Context: an optimization exercise on an open-source flow, tuned for small area, a short achievable clock period and few clock cycles. The choices shown serve that exercise and are no tape-out recipe. No functional check of the RTL was part of any run shown here.

==> flow/design.v, too long to show whole: its modules and the start of the top module <==
// module fixed_mul_q: 1408 lines
// module mac_fa: 4 lines
// module mac_ha: 4 lines
// module perceptron_trainer_fixed: 125 lines
// module wsel: 11 lines
module perceptron_trainer_fixed
#(
    parameter int             tam        = 16,
    parameter logic [tam-1:0] LR         = 16'h0400,
    parameter int             MAX_EPOCHS = 32
) (
    input  logic                 clk,
    input  logic                 rst,
    input  logic                 start,
    input  logic [3:0][tam-1:0]  in1,
    input  logic [3:0][tam-1:0]  in2,
    input  logic [3:0][tam-1:0]  d,
    input  logic [tam-1:0]       w0_init,
    input  logic [tam-1:0]       w1_init,
    input  logic [tam-1:0]       w2_init,
    output logic [tam-1:0]       w0,
    output logic [tam-1:0]       w1,
    output logic [tam-1:0]       w2,
    output logic                 busy,
    output logic                 done,
    output logic                 converged,
    output logic [7:0]           epoch_cnt
);
  // ...
==> flow/flow/run.sh <==
#!/bin/bash
set -euo pipefail
export SETUP_SLACK_MARGIN="$(cat flow/setup_margin)"
# Port buffers: the smallest plain buffer rather than buffer_ports' default pick.
export BUFFER_PORTS_ARGS="-buffer_cell sky130_fd_sc_hd__buf_1"
bash standard.sh finish > flow_make.log 2>&1
==> flow/flow/setup_margin <==
6.5
==> flow/standard.sh <==
#!/bin/bash
# synth_recipe.tcl (not shown) runs the flow's synth.tcl, then flattens the netlist and writes it again
# the make line also repeats each setting of config.mk as NAME=value (left out here)
make -C /OpenROAD-flow-scripts/flow DESIGN_CONFIG=/design/flow/config.mk WORK_HOME=/design/flow/orfs CLKGATE_MAP_FILE= SYNTH_SCRIPT=/design/flow/synth_recipe.tcl "${@:-finish}"
==> flow/config.mk <==
export PLATFORM = sky130hd
export DESIGN_NAME = perceptron_trainer_fixed
export DESIGN_NICKNAME = perceptron_trainer_fixed
export VERILOG_FILES = /design/flow/design.v
export SDC_FILE = /design/flow/constraint.sdc
export NUM_CORES = 4
export LEC_CHECK = 0
export CAP_MARGIN = 20
export CORE_MARGIN = 2
export CORE_UTILIZATION = 40
export CTS_BUF_LIST = sky130_fd_sc_hd__clkbuf_8
export SLEW_MARGIN = 20
export SYNTH_HIERARCHICAL = 1
export SYNTH_MINIMUM_KEEP_SIZE = 0
export TNS_END_PERCENT = 10
==> flow/constraint.sdc <==
create_clock -name core_clock -period 13.0 [get_ports {clk}]
set_input_delay 2.6000 -clock core_clock [delete_from_list [all_inputs] [get_ports {clk}]]
set_output_delay 2.6000 -clock core_clock [all_outputs]
set_load 0.01 [all_outputs]
==> flow_summary.toml, run 1 <==
[outcome]
outcome = "timing/DRC/antenna clean"

[finish]
seq_area_mm2 = 0.00270
final-clk-cell-share_pct = 1.76
diodes = 2
multi_input_cells = 1546
multiInputGateArea_mm2 = 0.0154
final_common_cell = "buf_1"

[sta]
fin_ws_ns = 6.64
setup_violations = 0
fin_crit_sh_pct = 48.9
worst_pin_slew_ns = 1.07

[worst_setup_path]
crit_chain = "buf_12 -> a22oi_2 -> xnor2_2 -> fa_1 -> fa_1 -> fa_1 -> fa_2 -> fa_1 -> fa_1 -> inv_1 -> ha_1 -> xnor2_1 -> nor4_2 -> nand4_1 -> o221ai_2 -> o22ai_4 -> buf_8 -> mux2_4 -> mux2_4"
critPathKind = "reg -> reg"
cp_slowest_stage_delay_ns = 0.59

[route]
antenna_left = 0

[global_routing]
busiest_layer = "met2"
grt_overflow = 0
grt_max_degree = 70
met2_usage_pct = 43.4

[synth]
synth_edf_count = 0
ys_seq_area_share_pct = 13.4
syn_area_per_cell_um2 = 9.84

[placement]
dpl_cell_area_mm2 = 0.0197

[cts]
clockBufferDepth = 2
clk_latency_ns = 0.55
post-cts-setup-buffers = 2

[floorplan]
num_rows = 78
==> inputs of run 2 (changes only) <==
==> flow/flow/setup_margin (replaced) <==
6.75
==> run 2 against run 1 <==
Against the previous run:
- still clean
- critical path depth unchanged
- sequential cell count is the same
- clock skew up 0.012 ns
- clock-buffer cell count up 2
- worst hold slack worse by 0.029 ns
- non-clock buffer count grew 58
- synthesized cell count unchanged
==> flow_summary.toml, run 2 <==
[floorplan]
start_util_pct = 40.7
num_rows = 78
io_pins = 302
die_height_um = 220
dieArea_mm2 = 0.0482
die_w_um = 220
coreArea_mm2 = 0.0457

[finish]
nets = 2766
areaGrowthSynthToFinish_pct = 19.8
seq_area_mm2 = 0.00271
reg.largest.list = "w0_q (16), w1_q (16), w2_q (16)"
final_common_cell = "buf_1"
final_cell_mix = "buf_1, xnor2_1, a22oi_1"
fillers = 4246
multiInputGateArea_mm2 = 0.0159
drive_gt1_share_pct = 23.9

[synth]
synth_flop_cell = "dfxtp_1"
yosysUniqueCellTypes = 59
synth_area_leader_cell = "fa_1"
synthTopCellsByCount = "xnor2_1, a22oi_1, fa_1"
synthArstFlopShare_pct = 0
ys_seq_area_share_pct = 13.4
synth_edf_count = 0
synth_area_mm2 = 0.0186
yosysMostFrequentCell = "xnor2_1"
yosys_warnings = 9
syn_area_per_cell_um2 = 9.84
yosysTopAreaCellShare_pct = 24.1
synthCells = 1890
synth-seq-cells = 124
synth_area_leaders = "fa_1, xnor2_1, dfxtp_1"

[cts]
htree_num_levels = 4
cts_root_buf = "clkbuf_8"
clkTransAtPathRegs_ns = 0.09
clk_latency_ns = 0.56
cts_tree = "built"
cts_hold_buf = 0
clockBufferDepth = 2
cts.sinks = 124
numCtsBuffers = 17

[min_path]
hp-start = "idx_q[1]$_SDFFE_PP0P_"
whs_endpoint = "idx_q[1]$_SDFFE_PP0P_"
hold_path_depth = 2
hold_class = "reg -> reg"

[sta]
skew_ns = 0.0281
rsz0062_at_grt = "yes"
slew_headroom_pct = 28.5
fin_ws_ns = 6.75
fin_crit_sh_pct = 48.1
max_freq_mhz = 160
finalHoldViolCount = 0
tns_ns = 0
setup_violations = 0
post-route-min-period_ns = 6.25
maxSlewViolCount = 0
worst_pin_slew_ns = 1.07

[placement]
place.gp.congestion = 0.912
dp_hpwl_mm = 45.4
dp_slack_ns = 5.50
io_buffers = 299

[route]
drc = 0
antenna_left = 0
vias = 15900
first_pass_iters = 8
initialDrtViolationCount = 1400
drt_wl_total_mm = 62.7
viasPerCell = 5.71
drt-wirelength-per-cell_um = 22.5

[worst_setup_path]
arrival_ns = 6.70
crit_path_max_fanout = 8
r2r_slack_ns = 6.75
startpoint_type = "flop"
cp-end-kind = "flop"
r2r.worst_path.cells = 19
worstPathRequired_ns = 13.44
reg2reg_from = "w1_q[8]$_DFF_P_"
rr_endpoint = "w1_q[8]$_DFF_P_"
critPathKind = "reg -> reg"

[global_routing]
grt_pass1_vias = 16000
track_usage_pct = 26.0
grt_pass1_wl_mm = 94.3
grt_overflow = 0
antenna_found_initial = 2
grt_max_degree = 69

[outcome]
outcome = "timing/DRC/antenna clean"

[flow_run]
drv_cap = 0
[run 2: cell counts after synthesis]
No cell type changed its count.
[run 2: critical path: stages, from the launching register on]
cell	delay, ns
dfxtp_4	0.40
buf_4	0.16
a22oi_1	0.18
xnor2_1	0.18
fa_2	0.48
fa_1	0.51
fa_2	0.45
fa_2	0.38
fa_1	0.51
fa_1	0.55
inv_1	0.08
ha_4	0.31
xnor2_1	0.12
nor4_4	0.30
nand4_1	0.21
o221ai_2	0.25
o22ai_4	0.13
buf_12	0.18
mux2_4	0.41
mux2_4	0.34
[run 2: cells by family after synthesis]
family                   after synthesis  share of synthesized area, %
flip-flops                           124                          13.4
buffers and inverters                233                          6.11
multiplexers                         104                          6.98
XOR/XNOR                             357                          16.8
adder cells (fa/ha/maj)              345                          32.3
AO/OA/AOI/OAI                        449                          17.3
other                                  2                        0.0404
AND/OR/NAND/NOR                      276                          7.15
[run 2: worst max-delay path by stage]
stage	from	to	slack [ns]	cells past startpoint
after detailed placement	w1_q[4]$_DFF_P_	w1_q[2]$_DFF_P_	5.50	17
after CTS	w1_q[5]$_DFF_P_	w1_q[4]$_DFF_P_	6.75	19
after floorplan	w1_q[1]$_DFF_P_	w0_q[10]$_DFF_P_	6.76	21
final	w1_q[8]$_DFF_P_	w1_q[8]$_DFF_P_	6.75	19
after global placement	w1_q[4]$_DFF_P_	w2_q[15]$_DFF_P_	5.60	17
after global routing	x2t_q[4]$_DFF_P_	w1_q[6]$_DFF_P_	6.60	19
[run 2: cell type report]
type | instances | share of cell area (%)
sequential | 124 | 12.2
inverter | 44 | 0.741
multi-input combinational | 1546 | 71.4
clock buffer | 19 | 1.17
antenna | 1 | 0.0112
clock inverter | 12 | 0.404
tap | 600 | 3.37
timing repair buffer | 445 | 10.8
[run 2: metal layers]
metal  GRT usage, %  part of all wire [%]  up-vias
li1               -                     -     7173
met1           32.3                    40     7853
met2           44.7                    50      785
met3           3.93                   6.5      137
met4           11.2                   4.0        0
met5              0                     0        -
[run 2: repair_timing]
action	in CTS	in global routing
gates resized for setup	195	128
endpoints found under the setup margin	53	53
setup buffers	56	63
pin swaps	36	80
gates cloned	8	0
[run 2: metrics by stage]
stage / utilization (%) / cell area (um2) / instances / hold slack (ns)
final: 48.8 / 22300 / 2791 / 0.471
after global routing: 48.8 / 22300 / 2791 / 0.514
after CTS: 46.5 / 21200 / 2727 / 0.476
after detailed placement: 43.2 / 19700 / 2632 / 0.462
after global placement: 43.2 / 19700 / 2632 / 0.459
after floorplan: - / 18600 / 1896 / 0.439
[run 2: per-module statistics from Yosys (local to each module, per instance), a selection]
module | cells inside | cell area, um2 | flops+latches | copies in the design
perceptron_trainer_fixed | 768 | 7000 | 124 | 1
mac_fa | 1 | 20.0 | 0 | 220
mac_ha | 1 | 12.5 | 0 | 32
fixed_mul_q | 810 | 5970 | 0 | 1
==> inputs of run 3 (changes only) <==
==> flow/flow/setup_margin (replaced) <==
6.25
==> run 3 against run 2 <==
Against the previous run:
- still clean on timing, DRC and antenna
- worst hold slack better by 0.029 ns
- sequential share of layout area up 0.62 points
- utilization shrank 4.1 points
- die area is the same
- critical path depth down 1
==> flow_summary.toml, run 3 <==
[outcome]
outcome = "timing/DRC/antenna clean"

[floorplan]
coreArea_mm2 = 0.0457
start_util_pct = 40.7
num_rows = 78
dieArea_mm2 = 0.0482
die_height_um = 220
die_w_um = 220
io_pins = 302

[route]
top_layer = "met5"
dr_wl_met3_mm = 3.95
drt_wl_total_mm = 58.8
first_pass_iters = 7
vias = 15200
m1WireLength_mm = 23.4
drt-wirelength-per-cell_um = 22.0
initialDrtViolationCount = 1247
antenna_left = 0
drc = 0
viasPerCell = 5.70
dr_wl_met2_mm = 29.7

[global_routing]
grt_max_degree = 70
grt_pass1_vias = 15400
track_usage_pct = 24.6
grt_overflow = 0
grt_pass1_wl_mm = 89.5
antenna_found_initial = 1

[synth]
yosysTopAreaCellShare_pct = 24.1
synthCells = 1890
ys_seq_area_share_pct = 13.4
synth_area_mm2 = 0.0186
synth-seq-cells = 124
yosys_warnings = 9
synth_flop_cell = "dfxtp_1"
syn_area_per_cell_um2 = 9.84
synthArstFlopShare_pct = 0
synth_area_leader_cell = "fa_1"
synthTopCellsByCount = "xnor2_1, a22oi_1, fa_1"
yosysMostFrequentCell = "xnor2_1"
yosysUniqueCellTypes = 59
synth_area_leaders = "fa_1, xnor2_1, dfxtp_1"
synth_edf_count = 0

[sta]
fin_crit_sh_pct = 50.6
skew_ns = 0.0197
slew_headroom_pct = 36.7
max_freq_mhz = 152
post-route-min-period_ns = 6.58
maxSlewViolCount = 0
tns_ns = 0
worst_pin_slew_ns = 0.945
finalHoldViolCount = 0
setup_violations = 0
rsz0062_at_grt = "yes"

[worst_setup_path]
startpoint_type = "flop"
cp-end-kind = "flop"
crit_path_max_fanout = 16
critPathSlowestCell = "dfxtp_2"
arrival_ns = 7.01
cpMostUsedCell = "fa_1"
crit_chain = "a22oi_1 -> xnor2_1 -> fa_1 -> fa_1 -> fa_1 -> fa_1 -> fa_1 -> fa_1 -> inv_1 -> ha_1 -> xnor2_1 -> nor4_2 -> nand4_1 -> o221ai_2 -> o22ai_4 -> buf_4 -> mux2_4 -> mux2_2"
worstPathRequired_ns = 13.43
cp_slowest_stage_delay_ns = 0.58
critPathKind = "reg -> reg"

[flow_run]
drv_cap = 0

[finish]
seq_area_mm2 = 0.00261
nets = 2646
reg.largest.list = "w0_q (16), w1_q (16), w2_q (16)"
fin_area_mm2 = 0.0204
fillers = 4424
fin_util_pct = 44.7
final_cell_mix = "xnor2_1, buf_1, a22oi_1"
multiInputGateArea_mm2 = 0.0151
final_common_cell = "xnor2_1"
drive_gt1_share_pct = 12.3
areaGrowthSynthToFinish_pct = 9.72

[cts]
clockBufferDepth = 2
htree_num_levels = 4
clk_latency_ns = 0.55
cts_root_buf = "clkbuf_8"
numCtsBuffers = 17
cts_tree = "built"
clkTransAtPathRegs_ns = 0.09
cts.sinks = 124

[placement]
io_buffers = 299
dp_hpwl_mm = 44.9
dpl_cell_area_mm2 = 0.0197
place.gp.congestion = 0.896

[min_path]
hold_class = "reg -> reg"
[run 3: cell types whose count changed in the layout (fill, tap and decap cells not counted), moves of 7 or more]
cell | before | now
a22oi_1 | 189 | 234
a22oi_2 | 45 | 0
buf_12 | 7 | 0
buf_4 | 121 | 26
buf_6 | 11 | 3
dfxtp_2 | 8 | 40
dfxtp_4 | 58 | 20
fa_1 | 167 | 224
fa_2 | 57 | 0
ha_1 | 113 | 121
ha_4 | 8 | 0
xnor2_1 | 284 | 303
xnor2_2 | 20 | 2
[run 3: kinds of logic after synthesis]
group	after synthesis	share of synthesized area [%]
AO/OA/AOI/OAI	449	17.3
XOR/XNOR	357	16.8
adder cells (fa/ha/maj)	345	32.3
buffers and inverters	233	6.11
flip-flops	124	13.4
multiplexers	104	6.98
other	2	0.0404
AND/OR/NAND/NOR	276	7.15
[run 3: routing by layer]
metal | GRT usage (%) | vias to the layer above
met4 | 8.46 | 2
met5 | 0 | -
li1 | - | 6924
met2 | 43.2 | 683
met3 | 3.99 | 95
met1 | 30.5 | 7518
[run 3: area by class of cell]
cell class              count  share of cell area, %
repair buffers            328                   6.62
well taps                 600                   3.68
diodes                      1                 0.0123
multi-input cells        1543                   74.3
clock buffers              17                   1.15
inverters                  44                  0.810
clock inverters            15                  0.687
flip-flops and latches    124                   12.8
[run 3: per-module statistics from Yosys (local to each module, per instance), a selection]
| module | times used | flip-flops and latches | cells |
|---|---|---|---|
| mac_fa | 220 | 0 | 1 |
| fixed_mul_q | 1 | 0 | 810 |
| mac_ha | 32 | 0 | 1 |
| perceptron_trainer_fixed | 1 | 124 | 768 |
[run 3: metrics by stage]
stage                     hold WS [ns]  setup WS (ns)  instances
after floorplan                  0.439           6.66       1896
after global placement           0.451           5.65       2633
after detailed placement         0.491           5.59       2633
after CTS                        0.501           6.27       2668
after global routing             0.534           6.21       2671
final                            0.501           6.42       2672
[run 3: final timing paths]
| check | to | slack (ns) | startpoint | cells after the start |
|---|---|---|---|---|
| worst max-delay path | w2_q[1]$_DFF_P_ | 6.42 | x2t_q[3]$_DFF_P_ | 18 |
| worst min-delay path | idx_q[1]$_SDFFE_PP0P_ | 0.50 | idx_q[1]$_SDFFE_PP0P_ | 2 |
| worst max register to register | w2_q[1]$_DFF_P_ | 6.42 | x2t_q[3]$_DFF_P_ | 18 |
| worst min register to register | idx_q[1]$_SDFFE_PP0P_ | 0.50 | idx_q[1]$_SDFFE_PP0P_ | 2 |
[run 3: critical path: cells and delay by family (launching register included)]
family | cells | cell delay (ns)
xor+xnor | 2 | 0.41
flops | 1 | 0.58
fa+ha+maj | 7 | 3.34
buf+inv | 2 | 0.23
simple gates | 2 | 0.57
compound gates | 3 | 0.55
mux | 2 | 0.78
[run 3: what timing repair did]
item | CTS | global route
buffers inserted | 0 | 2
hold buffers | 0 | 0
gates cloned | 3 | 1
gates resized for setup | 62 | 32
pin swaps | 0 | 1
setup endpoints to repair | 53 | 53

what the ideal ports hide:
The flow's constraints put no driver on any port. The routed layouts listed below were extracted and timed again, unchanged, in two steps. Step 1 (the two cells are an assumption about what drives the block):
set clk [get_ports {clk}]
set_driving_cell -lib_cell sky130_fd_sc_hd__clkbuf_16 $clk
set_driving_cell -lib_cell sky130_fd_sc_hd__buf_2 [delete_from_list [all_inputs] $clk]
Step 2, shift: input delay + t, output delay - t, t = (earliest + latest rising clock arrival at the registers) / 2. This alone moves slack from input paths to output paths. a / b / c = no drivers / after step 1 / after step 2; a / b = the first two.
run	t (ns)	setup WS [ns]	worst setup path after step 2
run 1	0.595	6.643 / 6.643 / 6.643	register to register
run 2	0.606	6.749 / 6.749 / 6.749	register to register
run 3	0.599	6.420 / 6.420 / 6.420	register to register
After both steps setup and hold are still met in every run listed.
